This design comes from an exercise in tuning for small area, a short achievable clock period and few clock cycles per item on the open sky130 flow, not from production work.
At most, simulation tests tie the RTL to the original design; equivalence was not proved.
Power and IR drop assume default switching activity.

==> yarrow: inputs <==
==> flow/design.v <==
module muldiv_engine #(
  parameter int WIDTH      = 32,
  parameter int MUL_STAGES = 2
) (
  input  logic             clock,
  input  logic             reset,
  input  logic             flush,
  input  logic [WIDTH-1:0] in_src0,
  input  logic [WIDTH-1:0] in_src1,
  input  logic [1:0]       in_op,
  input  logic             in_sign,
  input  logic             in_valid,
  output logic             in_ready,
  output logic             out_valid,
  input  logic             out_ready,
  output logic [WIDTH-1:0] out_res0,
  output logic [WIDTH-1:0] out_res1,
  output logic             busy
);
  localparam logic [2:0] IDLE = 3'd0;
  localparam logic [2:0] MUL  = 3'd1;
  localparam logic [2:0] NORM = 3'd2;
  localparam logic [2:0] DIV  = 3'd3;
  localparam logic [2:0] DONE = 3'd4;
  localparam logic [1:0] OP_MUL = 2'd1;
  localparam logic [1:0] OP_DIV = 2'd2;
  logic [2:0]  state;
  logic [4:0]  cnt;      
  logic [63:0] P;        
  logic [34:0] A;        
  logic [32:0] B;        
  logic        qneg;
  logic [5:0]  bc;       
  logic accept;
  assign in_ready  = (state == IDLE) && !flush;
  assign accept    = in_valid && in_ready;
  assign out_valid = (state == DONE);
  assign busy      = (state != IDLE);
  logic [31:0] qlo;
  muldiv_orlo u_qlo (.x(P[31:0]), .t(qlo));
  assign out_res0 = P[31:0] ^ ({32{qneg}} & {qlo[30:0], 1'b0});
  assign out_res1 = P[63:32];
  logic        nega, negb, dz, swap;
  logic [31:0] yb, bm1, mcand, mplier;
  logic [34:0] ealign;
  logic [31:0] ea, eb, tha, thb;
  logic [4:0]  ma, mb;
  logic        za, zb, dtriv;
  logic [6:0]  diff;
  assign nega   = in_sign & in_src0[31];
  assign negb   = in_sign & in_src1[31];
  assign yb     = in_src1 ^ {32{negb}};
  assign ea     = {in_src0[31] & ~in_sign, in_src0[31:1] ^ in_src0[30:0]};
  assign eb     = {in_src1[31] & ~in_sign, in_src1[31:1] ^ in_src1[30:0]};
  muldiv_smear u_tha (.x(ea), .t(tha));
  muldiv_smear u_thb (.x(eb), .t(thb));
  muldiv_msb u_msba (.x(ea), .m(ma), .z(za));
  muldiv_msb u_msbb (.x(eb), .m(mb), .z(zb));
  muldiv_add #(.N(32)) u_bm1 (.a(in_src1), .b(32'hffffffff), .cin(1'b0), .s(bm1));
  assign dz     = (in_src1 == 32'd0);
  assign swap   = |(thb & ~tha);
  assign mcand  = swap ? in_src1 : in_src0;
  assign mplier = swap ? in_src0 : in_src1;
  assign dtriv  = dz | |(thb & ~(nega ? {tha[30:0], 1'b1} : tha));
  assign diff   = (B[5] ? 7'h7f : {2'b00, B[4:0]}) + {6'd0, dneg}
                - (B[11] ? 7'h7f : {2'b00, B[10:6]});
  assign ealign = {35{~dneg}}
                ^ (35'(A << {diff[5:1], 1'b1})
                   | ({35{~dpos | dneg}} & ~(35'h7ffffffff << {diff[5:1], 1'b1})));
  function automatic logic [5:0] booth_ctl(input logic [4:0] w);
    booth_ctl = {w[4] & ~(w[3] & w[2]), w[3] ^ w[2],
                 (w[4] & ~w[3] & ~w[2]) | (~w[4] & w[3] & w[2]),
                 w[2] & ~(w[1] & w[0]), w[1] ^ w[0],
                 (w[2] & ~w[1] & ~w[0]) | (~w[2] & w[1] & w[0])};
  endfunction
  logic [37:0] bx, bxa, bxb;
  logic [3:0]  cnt_dn, ia, ib;
  logic [8:0]  oha, ohb;
  logic [5:0]  bc_next, bca, bcb;
  logic        n1, o1, t1b, n0, o0, t0b;
  logic [34:0] s1, s0, pp1, pp0;
  logic [63:0] mul_next;
  assign cnt_dn  = cnt[3:0] - 4'd1;
  assign bx      = {{4{B[32]}}, B, 1'b0};
  assign bc_next = booth_ctl(bx[{cnt_dn, 2'b00} +: 5]);
  assign oha     = {1'b0, tha[31], tha[27], tha[23], tha[19], tha[15], tha[11], tha[7], tha[3]}
                 ^ {tha[31], tha[27], tha[23], tha[19], tha[15], tha[11], tha[7], tha[3], 1'b1};
  assign ohb     = {1'b0, thb[31], thb[27], thb[23], thb[19], thb[15], thb[11], thb[7], thb[3]}
                 ^ {thb[31], thb[27], thb[23], thb[19], thb[15], thb[11], thb[7], thb[3], 1'b1};
  assign ia      = {oha[8], |oha[7:4], oha[7] | oha[6] | oha[3] | oha[2],
                    oha[7] | oha[5] | oha[3] | oha[1]};
  assign ib      = {ohb[8], |ohb[7:4], ohb[7] | ohb[6] | ohb[3] | ohb[2],
                    ohb[7] | ohb[5] | ohb[3] | ohb[1]};
  assign bxa     = {{5{in_sign & in_src0[31]}}, in_src0, 1'b0};
  assign bxb     = {{5{in_sign & in_src1[31]}}, in_src1, 1'b0};
  always_comb begin
    logic [4:0] wa, wb;
    wa = 5'd0;
    wb = 5'd0;
    for (int c = 0; c < 9; c++) begin
      wa = wa | ({5{oha[c]}} & bxa[4*c +: 5]);
      wb = wb | ({5{ohb[c]}} & bxb[4*c +: 5]);
    end
    bca = booth_ctl(wa);
    bcb = booth_ctl(wb);
  end
  assign {n1, o1, t1b, n0, o0, t0b} = bc;
  assign s1  = ({35{o1}} & A) | ({35{t1b}} & {A[33:0], 1'b0});
  assign s0  = ({35{o0}} & A) | ({35{t0b}} & {A[33:0], 1'b0});
  assign pp1 = s1 ^ {35{n1}};
  assign pp0 = s0 ^ {35{n0}};
  logic [37:0] ml, my1, my0, cs_s, cs_c;
  logic [2:0]  mu;
  assign ml   = {P[33:0], 1'b0, n1, 1'b0, n0};
  assign my1  = {pp1[34], pp1, 2'b00};
  assign my0  = {{3{pp0[34]}}, pp0};
  assign cs_s = ml ^ my1 ^ my0;
  assign cs_c = (ml & my1) | (ml & my0) | (my1 & my0);
  assign mu   = {2'b00, cs_c[37]} - {2'b00, my1[37]} - {2'b00, my0[37]};
  muldiv_add #(.N(64)) u_mul (.a({P[59:34], cs_s}), .b({{23{mu[2]}}, mu, cs_c[36:0], 1'b0}),
                              .cin(1'b0), .s(mul_next));
  logic [34:0] rx, d1, d2a, eh;
  logic [35:0] d2b, cs3_s, cs3_c;
  logic        sd1, sd2a, sd2b;
  logic        ge1, ge2, dpos, dneg, cval, cdec;
  logic [31:0] r2;
  assign rx    = {{3{dneg & P[63]}}, P[63:32]};
  assign eh    = {A[34], A[34:1]};
  assign cval  = dneg | dpos;
  assign cdec  = ~dneg & dpos;
  assign cs3_s = {rx[34], rx} ^ {A[34], A} ^ {eh[34], eh};
  assign cs3_c = {((rx & A) | (rx & eh) | (A & eh)), cval};
  muldiv_add2 #(.N(35)) u_d1  (.a(rx), .b(A),  .cv(cval), .cd(cdec), .s(d1),  .sd(sd1));
  muldiv_add2 #(.N(35)) u_d2a (.a(rx), .b(eh), .cv(cval), .cd(cdec), .s(d2a), .sd(sd2a));
  muldiv_add2 #(.N(36)) u_d2b (.a(cs3_s), .b(cs3_c), .cv(cval), .cd(cdec), .s(d2b), .sd(sd2b));
  assign ge1 = sd1 ^ ~dneg;
  assign ge2 = ge1 ? (sd2b ^ ~dneg) : (sd2a ^ ~dneg);
  assign r2  = ge1 ? (ge2 ? d2b[31:0] : d1[31:0]) : (ge2 ? d2a[31:0] : P[63:32]);
  always_ff @(posedge clock) begin
    if (reset) begin
      state <= IDLE;
    end else if (flush) begin
      state <= IDLE;
    end else begin
      case (state)
        IDLE: begin
          if (accept) begin
            if (in_op == OP_MUL) state <= MUL;
            else if (in_op == OP_DIV) state <= dtriv ? DONE : NORM;
          end
        end
        MUL:  if (cnt == 5'd0) state <= DONE;
        NORM: state <= DIV;
        DIV:  if (cnt == 5'd0) state <= DONE;
        DONE: if (out_ready) state <= IDLE;
        default: state <= IDLE;
      endcase
    end
  end
  always_ff @(posedge clock) begin
    case (state)
      IDLE: begin
        if (accept) begin
          if (in_op == OP_DIV) begin
            A    <= {3'b000, (nega & ~negb) ? bm1 : yb};
            B    <= {21'd0, zb, mb, za, ma};
            P    <= {in_src0, {32{dz}}};
            dpos <= ~negb;
            dneg <= nega;
            qneg <= (nega ^ negb) & ~dz;
          end else begin
            A    <= {{3{in_sign & mcand[31]}}, mcand};
            B    <= {in_sign & mplier[31], mplier};
            bc   <= swap ? bca : bcb;
            P    <= 64'd0;
            cnt  <= {1'b0, swap ? ia : ib};
            qneg <= 1'b0;
          end
        end
      end
      MUL: begin
        P   <= mul_next;
        bc  <= bc_next;
        cnt <= cnt - 5'd1;
      end
      NORM: begin
        A   <= ealign;
        cnt <= diff[5:1];
      end
      DIV: begin
        P   <= {r2, P[29:0], ge1, ge2};
        A   <= {{2{A[34]}}, A[34:2]};
        cnt <= cnt - 5'd1;
      end
      default: ;
    endcase
  end
endmodule
module muldiv_add #(
  parameter int N = 32
) (
  input  logic [N-1:0] a,
  input  logic [N-1:0] b,
  input  logic         cin,
  output logic [N-1:0] s
);
  localparam int L = $clog2(N);
  logic [N-1:0] p0;
  logic [N-1:0] g [0:L];
  logic [N-1:0] p [0:L];
  assign p0   = a ^ b;
  assign g[0] = (a & b) | {{(N-1){1'b0}}, p0[0] & cin};
  assign p[0] = p0;
  for (genvar l = 0; l < L; l++) begin : g_lvl
    for (genvar i = 0; i < N; i++) begin : g_bit
      if ((i >> l) % 2 == 1) begin : g_comb
        localparam int J = ((i >> l) << l) - 1;
        assign g[l+1][i] = g[l][i] | (p[l][i] & g[l][J]);
        assign p[l+1][i] = p[l][i] & p[l][J];
      end else begin : g_pass
        assign g[l+1][i] = g[l][i];
        assign p[l+1][i] = p[l][i];
      end
    end
  end
  assign s = p0 ^ {g[L][N-2:0], cin};
endmodule
module muldiv_msb (
  input  logic [31:0] x,
  output logic [4:0]  m,
  output logic        z
);
  logic [15:0]      z1;
  logic [15:0][0:0] p1;
  logic [7:0]       z2;
  logic [7:0][1:0]  p2;
  logic [3:0]       z3;
  logic [3:0][2:0]  p3;
  logic [1:0]       z4;
  logic [1:0][3:0]  p4;
  always_comb begin
    for (int i = 0; i < 16; i++) begin
      z1[i] = ~(x[2*i+1] | x[2*i]);
      p1[i] = x[2*i+1];
    end
    for (int i = 0; i < 8; i++) begin
      z2[i] = z1[2*i+1] & z1[2*i];
      p2[i] = z1[2*i+1] ? {1'b0, p1[2*i]} : {1'b1, p1[2*i+1]};
    end
    for (int i = 0; i < 4; i++) begin
      z3[i] = z2[2*i+1] & z2[2*i];
      p3[i] = z2[2*i+1] ? {1'b0, p2[2*i]} : {1'b1, p2[2*i+1]};
    end
    for (int i = 0; i < 2; i++) begin
      z4[i] = z3[2*i+1] & z3[2*i];
      p4[i] = z3[2*i+1] ? {1'b0, p3[2*i]} : {1'b1, p3[2*i+1]};
    end
    z = z4[1] & z4[0];
    m = z4[1] ? {1'b0, p4[0]} : {1'b1, p4[1]};
  end
endmodule
module muldiv_add2 #(
  parameter int N = 32
) (
  input  logic [N-1:0] a,
  input  logic [N-1:0] b,
  input  logic         cv,
  input  logic         cd,
  output logic [N-1:0] s,
  output logic         sd
);
  localparam int L = $clog2(N);
  logic [N-1:0] p0;
  logic [N-1:0] g [0:L];
  logic [N-1:0] p [0:L];
  assign p0   = a ^ b;
  assign g[0] = a & b;
  assign p[0] = p0;
  for (genvar l = 0; l < L; l++) begin : g_lvl
    for (genvar i = 0; i < N; i++) begin : g_bit
      if ((i >> l) % 2 == 1) begin : g_comb
        localparam int J = ((i >> l) << l) - 1;
        assign g[l+1][i] = g[l][i] | (p[l][i] & g[l][J]);
        assign p[l+1][i] = p[l][i] & p[l][J];
      end else begin : g_pass
        assign g[l+1][i] = g[l][i];
        assign p[l+1][i] = p[l][i];
      end
    end
  end
  assign s  = p0 ^ {g[L][N-2:0] | (p[L][N-2:0] & {(N-1){cv}}), cv};
  assign sd = p0[N-1] ^ (g[L][N-2] | (p[L][N-2] & cd));
endmodule
module muldiv_smear (
  input  logic [31:0] x,
  output logic [31:0] t
);
  logic [31:0] o [0:5];
  assign o[0] = x;
  for (genvar l = 0; l < 5; l++) begin : g_lvl
    for (genvar i = 0; i < 32; i++) begin : g_bit
      if (((31 - i) >> l) % 2 == 1) begin : g_comb
        localparam int J = 31 - ((((31 - i) >> l) << l) - 1);
        assign o[l+1][i] = o[l][i] | o[l][J];
      end else begin : g_pass
        assign o[l+1][i] = o[l][i];
      end
    end
  end
  assign t = o[5];
endmodule
module muldiv_orlo (
  input  logic [31:0] x,
  output logic [31:0] t
);
  logic [31:0] o [0:5];
  assign o[0] = x;
  for (genvar l = 0; l < 5; l++) begin : g_lvl
    for (genvar i = 0; i < 32; i++) begin : g_bit
      if ((i >> l) % 2 == 1) begin : g_comb
        localparam int J = ((i >> l) << l) - 1;
        assign o[l+1][i] = o[l][i] | o[l][J];
      end else begin : g_pass
        assign o[l+1][i] = o[l][i];
      end
    end
  end
  assign t = o[5];
endmodule
==> flow/flow/run.sh <==
#!/bin/bash
# Standard synthesis and layout; only the setup repair margin is raised so
# that repair_timing works towards a shorter period than the 11 ns clock.
set -euo pipefail
bash standard.sh synth > synth.log 2>&1
bash standard.sh finish SETUP_SLACK_MARGIN=6 > layout.log 2>&1
==> flow/standard.sh <==
#!/bin/bash
# synth_recipe.tcl (not shown) runs the flow's synth.tcl, then flattens the netlist and writes it again
# the make line also repeats each setting of config.mk as NAME=value (left out here)
make -C /OpenROAD-flow-scripts/flow DESIGN_CONFIG=/design/flow/config.mk WORK_HOME=/design/flow/orfs CLKGATE_MAP_FILE= SYNTH_SCRIPT=/design/flow/synth_recipe.tcl "${@:-finish}"
==> flow/config.mk <==
export PLATFORM = sky130hd
export DESIGN_NAME = muldiv_engine
export DESIGN_NICKNAME = muldiv_engine
export VERILOG_FILES = /design/flow/design.v
export SDC_FILE = /design/flow/constraint.sdc
export NUM_CORES = 4
export LEC_CHECK = 0
export CAP_MARGIN = 20
export CORE_MARGIN = 2
export CORE_UTILIZATION = 40
export SLEW_MARGIN = 20
export TNS_END_PERCENT = 5
==> flow/constraint.sdc <==
create_clock -name core_clock -period 11.0 [get_ports {clock}]
set_input_delay 2.2000 -clock core_clock [delete_from_list [all_inputs] [get_ports {clock}]]
set_output_delay 2.2000 -clock core_clock [all_outputs]
set_load 0.01 [all_outputs]
==> pepper (differences from yarrow) <==
--- a/flow/design.v
+++ b/flow/design.v
@@ -31,3 +31,5 @@
   logic [32:0] B;        
-  logic        qneg;
+  logic        qneg, qnz;
+  logic [4:0]  qpos;
+  logic        dpos, dneg;   
   logic [5:0]  bc;       
@@ -38,12 +40,24 @@
   assign busy      = (state != IDLE);
-  logic [31:0] qlo;
-  muldiv_orlo u_qlo (.x(P[31:0]), .t(qlo));
-  assign out_res0 = P[31:0] ^ ({32{qneg}} & {qlo[30:0], 1'b0});
+  logic [31:0] qmask;
+  always_comb
+    for (int i = 0; i < 32; i++) qmask[i] = qneg & qnz & (qpos < i);
+  assign out_res0 = P[31:0] ^ qmask;
   assign out_res1 = P[63:32];
+  function automatic logic [5:0] muldiv_len(input logic [31:0] t);
+    muldiv_len[5] = t[31];
+    muldiv_len[4] = t[15] & ~t[31];
+    muldiv_len[3] = (t[7] & ~t[15]) | (t[23] & ~t[31]);
+    muldiv_len[2] = 1'b0;
+    muldiv_len[1] = 1'b0;
+    muldiv_len[0] = 1'b0;
+    for (int m = 3; m < 32; m += 8) muldiv_len[2] = muldiv_len[2] | (t[m] & ~t[m+4]);
+    for (int m = 1; m < 32; m += 4) muldiv_len[1] = muldiv_len[1] | (t[m] & ~t[m+2]);
+    for (int m = 0; m < 31; m += 2) muldiv_len[0] = muldiv_len[0] | (t[m] & ~t[m+1]);
+  endfunction
   logic        nega, negb, dz, swap;
-  logic [31:0] yb, bm1, mcand, mplier;
+  logic [31:0] yb, ysrc, mcand, mplier;
   logic [34:0] ealign;
   logic [31:0] ea, eb, tha, thb;
-  logic [4:0]  ma, mb;
-  logic        za, zb, dtriv;
+  logic [5:0]  la, lb;
+  logic        dtriv;
   logic [6:0]  diff;
@@ -56,7 +70,7 @@
   muldiv_smear u_thb (.x(eb), .t(thb));
-  muldiv_msb u_msba (.x(ea), .m(ma), .z(za));
-  muldiv_msb u_msbb (.x(eb), .m(mb), .z(zb));
-  muldiv_add #(.N(32)) u_bm1 (.a(in_src1), .b(32'hffffffff), .cin(1'b0), .s(bm1));
+  assign la     = muldiv_len(tha);
+  assign lb     = muldiv_len(thb);
   assign dz     = (in_src1 == 32'd0);
-  assign swap   = |(thb & ~tha);
+  assign swap   = |({thb[31], thb[27], thb[23], thb[19], thb[15], thb[11], thb[7], thb[3]}
+                    & ~{tha[31], tha[27], tha[23], tha[19], tha[15], tha[11], tha[7], tha[3]});
   assign mcand  = swap ? in_src1 : in_src0;
@@ -64,6 +78,6 @@
   assign dtriv  = dz | |(thb & ~(nega ? {tha[30:0], 1'b1} : tha));
-  assign diff   = (B[5] ? 7'h7f : {2'b00, B[4:0]}) + {6'd0, dneg}
-                - (B[11] ? 7'h7f : {2'b00, B[10:6]});
+  assign diff   = {1'b0, B[5:0]} + {6'd0, dneg} - {1'b0, B[11:6]};
+  assign ysrc   = (dneg & dpos) ? A[31:0] - 32'd1 : A[31:0];
   assign ealign = {35{~dneg}}
-                ^ (35'(A << {diff[5:1], 1'b1})
+                ^ (35'(ysrc << {diff[5:1], 1'b1})
                    | ({35{~dpos | dneg}} & ~(35'h7ffffffff << {diff[5:1], 1'b1})));
@@ -124,3 +138,3 @@
   logic        sd1, sd2a, sd2b;
-  logic        ge1, ge2, dpos, dneg, cval, cdec;
+  logic        ge1, ge2, cval, cdec;
   logic [31:0] r2;
@@ -164,4 +178,4 @@
           if (in_op == OP_DIV) begin
-            A    <= {3'b000, (nega & ~negb) ? bm1 : yb};
-            B    <= {21'd0, zb, mb, za, ma};
+            A    <= {3'b000, yb};
+            B    <= {21'd0, lb, la};
             P    <= {in_src0, {32{dz}}};
@@ -170,2 +184,3 @@
             qneg <= (nega ^ negb) & ~dz;
+            qnz  <= 1'b0;
           end else begin
@@ -191,2 +206,11 @@
         P   <= {r2, P[29:0], ge1, ge2};
+        if (ge2) begin
+          qnz  <= 1'b1;
+          qpos <= 5'd0;
+        end else if (ge1) begin
+          qnz  <= 1'b1;
+          qpos <= 5'd1;
+        end else begin
+          qpos <= qpos + 5'd2;
+        end
         A   <= {{2{A[34]}}, A[34:2]};
@@ -227,36 +251,2 @@
 endmodule
-module muldiv_msb (
-  input  logic [31:0] x,
-  output logic [4:0]  m,
-  output logic        z
-);
-  logic [15:0]      z1;
-  logic [15:0][0:0] p1;
-  logic [7:0]       z2;
-  logic [7:0][1:0]  p2;
-  logic [3:0]       z3;
-  logic [3:0][2:0]  p3;
-  logic [1:0]       z4;
-  logic [1:0][3:0]  p4;
-  always_comb begin
-    for (int i = 0; i < 16; i++) begin
-      z1[i] = ~(x[2*i+1] | x[2*i]);
-      p1[i] = x[2*i+1];
-    end
-    for (int i = 0; i < 8; i++) begin
-      z2[i] = z1[2*i+1] & z1[2*i];
-      p2[i] = z1[2*i+1] ? {1'b0, p1[2*i]} : {1'b1, p1[2*i+1]};
-    end
-    for (int i = 0; i < 4; i++) begin
-      z3[i] = z2[2*i+1] & z2[2*i];
-      p3[i] = z2[2*i+1] ? {1'b0, p2[2*i]} : {1'b1, p2[2*i+1]};
-    end
-    for (int i = 0; i < 2; i++) begin
-      z4[i] = z3[2*i+1] & z3[2*i];
-      p4[i] = z3[2*i+1] ? {1'b0, p3[2*i]} : {1'b1, p3[2*i+1]};
-    end
-    z = z4[1] & z4[0];
-    m = z4[1] ? {1'b0, p4[0]} : {1'b1, p4[1]};
-  end
-endmodule
 module muldiv_add2 #(
@@ -304,20 +294,2 @@
         assign o[l+1][i] = o[l][i] | o[l][J];
-      end else begin : g_pass
-        assign o[l+1][i] = o[l][i];
-      end
-    end
-  end
-  assign t = o[5];
-endmodule
-module muldiv_orlo (
-  input  logic [31:0] x,
-  output logic [31:0] t
-);
-  logic [31:0] o [0:5];
-  assign o[0] = x;
-  for (genvar l = 0; l < 5; l++) begin : g_lvl
-    for (genvar i = 0; i < 32; i++) begin : g_bit
-      if ((i >> l) % 2 == 1) begin : g_comb
-        localparam int J = ((i >> l) << l) - 1;
-        assign o[l+1][i] = o[l][i] | o[l][J];
       end else begin : g_pass
==> flow/flow/run.sh (replaced) <==
#!/bin/bash
# Standard synthesis and layout. Only repair settings differ: the setup
# repair margin is raised so that repair_timing works towards a shorter
# period than the 11 ns clock, the ports get plain buffers, and repair may
# swap a cell for one of another footprint.
set -euo pipefail
bash standard.sh synth > synth.log 2>&1
bash standard.sh finish SETUP_SLACK_MARGIN=6 MATCH_CELL_FOOTPRINT=0 \
  'BUFFER_PORTS_ARGS=-buffer_cell sky130_fd_sc_hd__buf_4' > layout.log 2>&1
==> xenon (differences from yarrow) <==
--- a/flow/design.v
+++ b/flow/design.v
@@ -31,3 +31,4 @@
   logic [32:0] B;        
-  logic        qneg;
+  logic        qneg, qnz;
+  logic [4:0]  qpos;
   logic [5:0]  bc;       
@@ -38,6 +39,18 @@
   assign busy      = (state != IDLE);
-  logic [31:0] qlo;
-  muldiv_orlo u_qlo (.x(P[31:0]), .t(qlo));
-  assign out_res0 = P[31:0] ^ ({32{qneg}} & {qlo[30:0], 1'b0});
+  logic [31:0] qmask;
+  always_comb
+    for (int i = 0; i < 32; i++) qmask[i] = qneg & qnz & (qpos < i);
+  assign out_res0 = P[31:0] ^ qmask;
   assign out_res1 = P[63:32];
+  function automatic logic [5:0] muldiv_len(input logic [31:0] t);
+    muldiv_len[5] = t[31];
+    muldiv_len[4] = t[15] & ~t[31];
+    muldiv_len[3] = (t[7] & ~t[15]) | (t[23] & ~t[31]);
+    muldiv_len[2] = 1'b0;
+    muldiv_len[1] = 1'b0;
+    muldiv_len[0] = 1'b0;
+    for (int m = 3; m < 32; m += 8) muldiv_len[2] = muldiv_len[2] | (t[m] & ~t[m+4]);
+    for (int m = 1; m < 32; m += 4) muldiv_len[1] = muldiv_len[1] | (t[m] & ~t[m+2]);
+    for (int m = 0; m < 31; m += 2) muldiv_len[0] = muldiv_len[0] | (t[m] & ~t[m+1]);
+  endfunction
   logic        nega, negb, dz, swap;
@@ -46,4 +59,4 @@
   logic [31:0] ea, eb, tha, thb;
-  logic [4:0]  ma, mb;
-  logic        za, zb, dtriv;
+  logic [5:0]  la, lb;
+  logic        dtriv;
   logic [6:0]  diff;
@@ -56,4 +69,4 @@
   muldiv_smear u_thb (.x(eb), .t(thb));
-  muldiv_msb u_msba (.x(ea), .m(ma), .z(za));
-  muldiv_msb u_msbb (.x(eb), .m(mb), .z(zb));
+  assign la     = muldiv_len(tha);
+  assign lb     = muldiv_len(thb);
   muldiv_add #(.N(32)) u_bm1 (.a(in_src1), .b(32'hffffffff), .cin(1'b0), .s(bm1));
@@ -64,4 +77,3 @@
   assign dtriv  = dz | |(thb & ~(nega ? {tha[30:0], 1'b1} : tha));
-  assign diff   = (B[5] ? 7'h7f : {2'b00, B[4:0]}) + {6'd0, dneg}
-                - (B[11] ? 7'h7f : {2'b00, B[10:6]});
+  assign diff   = {1'b0, B[5:0]} + {6'd0, dneg} - {1'b0, B[11:6]};
   assign ealign = {35{~dneg}}
@@ -165,3 +177,3 @@
             A    <= {3'b000, (nega & ~negb) ? bm1 : yb};
-            B    <= {21'd0, zb, mb, za, ma};
+            B    <= {21'd0, lb, la};
             P    <= {in_src0, {32{dz}}};
@@ -170,2 +182,3 @@
             qneg <= (nega ^ negb) & ~dz;
+            qnz  <= 1'b0;
           end else begin
@@ -191,2 +204,11 @@
         P   <= {r2, P[29:0], ge1, ge2};
+        if (ge2) begin
+          qnz  <= 1'b1;
+          qpos <= 5'd0;
+        end else if (ge1) begin
+          qnz  <= 1'b1;
+          qpos <= 5'd1;
+        end else begin
+          qpos <= qpos + 5'd2;
+        end
         A   <= {{2{A[34]}}, A[34:2]};
@@ -227,36 +249,2 @@
 endmodule
-module muldiv_msb (
-  input  logic [31:0] x,
-  output logic [4:0]  m,
-  output logic        z
-);
-  logic [15:0]      z1;
-  logic [15:0][0:0] p1;
-  logic [7:0]       z2;
-  logic [7:0][1:0]  p2;
-  logic [3:0]       z3;
-  logic [3:0][2:0]  p3;
-  logic [1:0]       z4;
-  logic [1:0][3:0]  p4;
-  always_comb begin
-    for (int i = 0; i < 16; i++) begin
-      z1[i] = ~(x[2*i+1] | x[2*i]);
-      p1[i] = x[2*i+1];
-    end
-    for (int i = 0; i < 8; i++) begin
-      z2[i] = z1[2*i+1] & z1[2*i];
-      p2[i] = z1[2*i+1] ? {1'b0, p1[2*i]} : {1'b1, p1[2*i+1]};
-    end
-    for (int i = 0; i < 4; i++) begin
-      z3[i] = z2[2*i+1] & z2[2*i];
-      p3[i] = z2[2*i+1] ? {1'b0, p2[2*i]} : {1'b1, p2[2*i+1]};
-    end
-    for (int i = 0; i < 2; i++) begin
-      z4[i] = z3[2*i+1] & z3[2*i];
-      p4[i] = z3[2*i+1] ? {1'b0, p3[2*i]} : {1'b1, p3[2*i+1]};
-    end
-    z = z4[1] & z4[0];
-    m = z4[1] ? {1'b0, p4[0]} : {1'b1, p4[1]};
-  end
-endmodule
 module muldiv_add2 #(
@@ -304,20 +292,2 @@
         assign o[l+1][i] = o[l][i] | o[l][J];
-      end else begin : g_pass
-        assign o[l+1][i] = o[l][i];
-      end
-    end
-  end
-  assign t = o[5];
-endmodule
-module muldiv_orlo (
-  input  logic [31:0] x,
-  output logic [31:0] t
-);
-  logic [31:0] o [0:5];
-  assign o[0] = x;
-  for (genvar l = 0; l < 5; l++) begin : g_lvl
-    for (genvar i = 0; i < 32; i++) begin : g_bit
-      if ((i >> l) % 2 == 1) begin : g_comb
-        localparam int J = ((i >> l) << l) - 1;
-        assign o[l+1][i] = o[l][i] | o[l][J];
       end else begin : g_pass
--- a/flow/flow/run.sh
+++ b/flow/flow/run.sh
@@ -5,2 +5,2 @@
 bash standard.sh synth > synth.log 2>&1
-bash standard.sh finish SETUP_SLACK_MARGIN=6 > layout.log 2>&1
+bash standard.sh finish SETUP_SLACK_MARGIN=6.5 > layout.log 2>&1
==> comparison table <==
metric                                                          pepper                   xenon                  yarrow
Status                                no timing/DRC/antenna violations  no timing/DRC/antenna violations  no timing/DRC/antenna violations
End of the worst register-to-register path                       P[46]                   P[50]                   A[29]
Minimum clock period                                           5690 ps                 5590 ps                 6770 ps
Fraction of area in multi-input gates                            67.8%                   65.7%                   66.1%
Synth Warn #                                                        12                      15                      18
Layout overhead on the synthesized area                          14.9%                   21.4%                   20.4%
Number of nets in the finished design                             3598                    3680                    3605
Via density per instance                                          6.59                    6.38                    6.47
Power per cell area                                         148 mW/mm2              155 mW/mm2              153 mW/mm2
Crit path depth                                                     15                      18                      12
Crit-path slowest cell                       sky130_fd_sc_hd__a2111o_1  sky130_fd_sc_hd__or3_4  sky130_fd_sc_hd__or4_4
Worst setup slack after placement                              4190 ps                 3020 ps                 2800 ps
Required arrival time at the worst endpoint                   11310 ps                11270 ps                 8800 ps
Final Power                                                    4.36 mW                 4.76 mW                 4.61 mW
Synthesized instance count                                        3160                    3125                    3094
Signal buffers                                                     305                     383                     372
R2R depth                                                           14                      14                      15
Power dissipated in the clock network                         0.651 mW                0.664 mW                0.647 mW
Headroom to the max-slew limit                                   20.7%                   31.3%                   16.6%
CTS Sinks                                                          155                     155                     149
Testbench counts of pepper, summed over its fixed seeds: cycles 19,131, items 3,200.
Testbench counts of xenon, summed over its fixed seeds: cycles 19,131, items 3,200.
No functional check of the RTL was part of yarrow.

## re-timing with driven ports
The flow's constraints put no driver on any port. The routed layouts listed below were extracted and timed again, unchanged, in two steps.
Step 1: set_driving_cell puts a clkbuf_16 on clock and a buf_2 on each other input, an assumption about the parent block.
Step 2, shift: input delay + t, output delay - t, t = (earliest + latest rising clock arrival at the registers) / 2. This alone moves slack from input paths to output paths.
Three values: no drivers, after step 1, after step 2; two values: the first two.
| run | t, ns | setup slack, ns | slew at the worst register clock pin (ns) |
|---|---|---|---|
| yarrow | 0.573 | 4.232 / 4.163 / 4.509 | 0.08 / 0.08 |
| pepper | 0.546 | 5.312 / 5.354 / 4.808 | 0.09 / 0.09 |
| xenon | 0.574 | 5.406 / 5.411 / 4.837 | 0.09 / 0.09 |
After both steps every run listed still meets setup and hold. For xenon, which loses most, drivers alone change the setup slack by +0.005 ns; drivers and shift together by -0.569 ns.
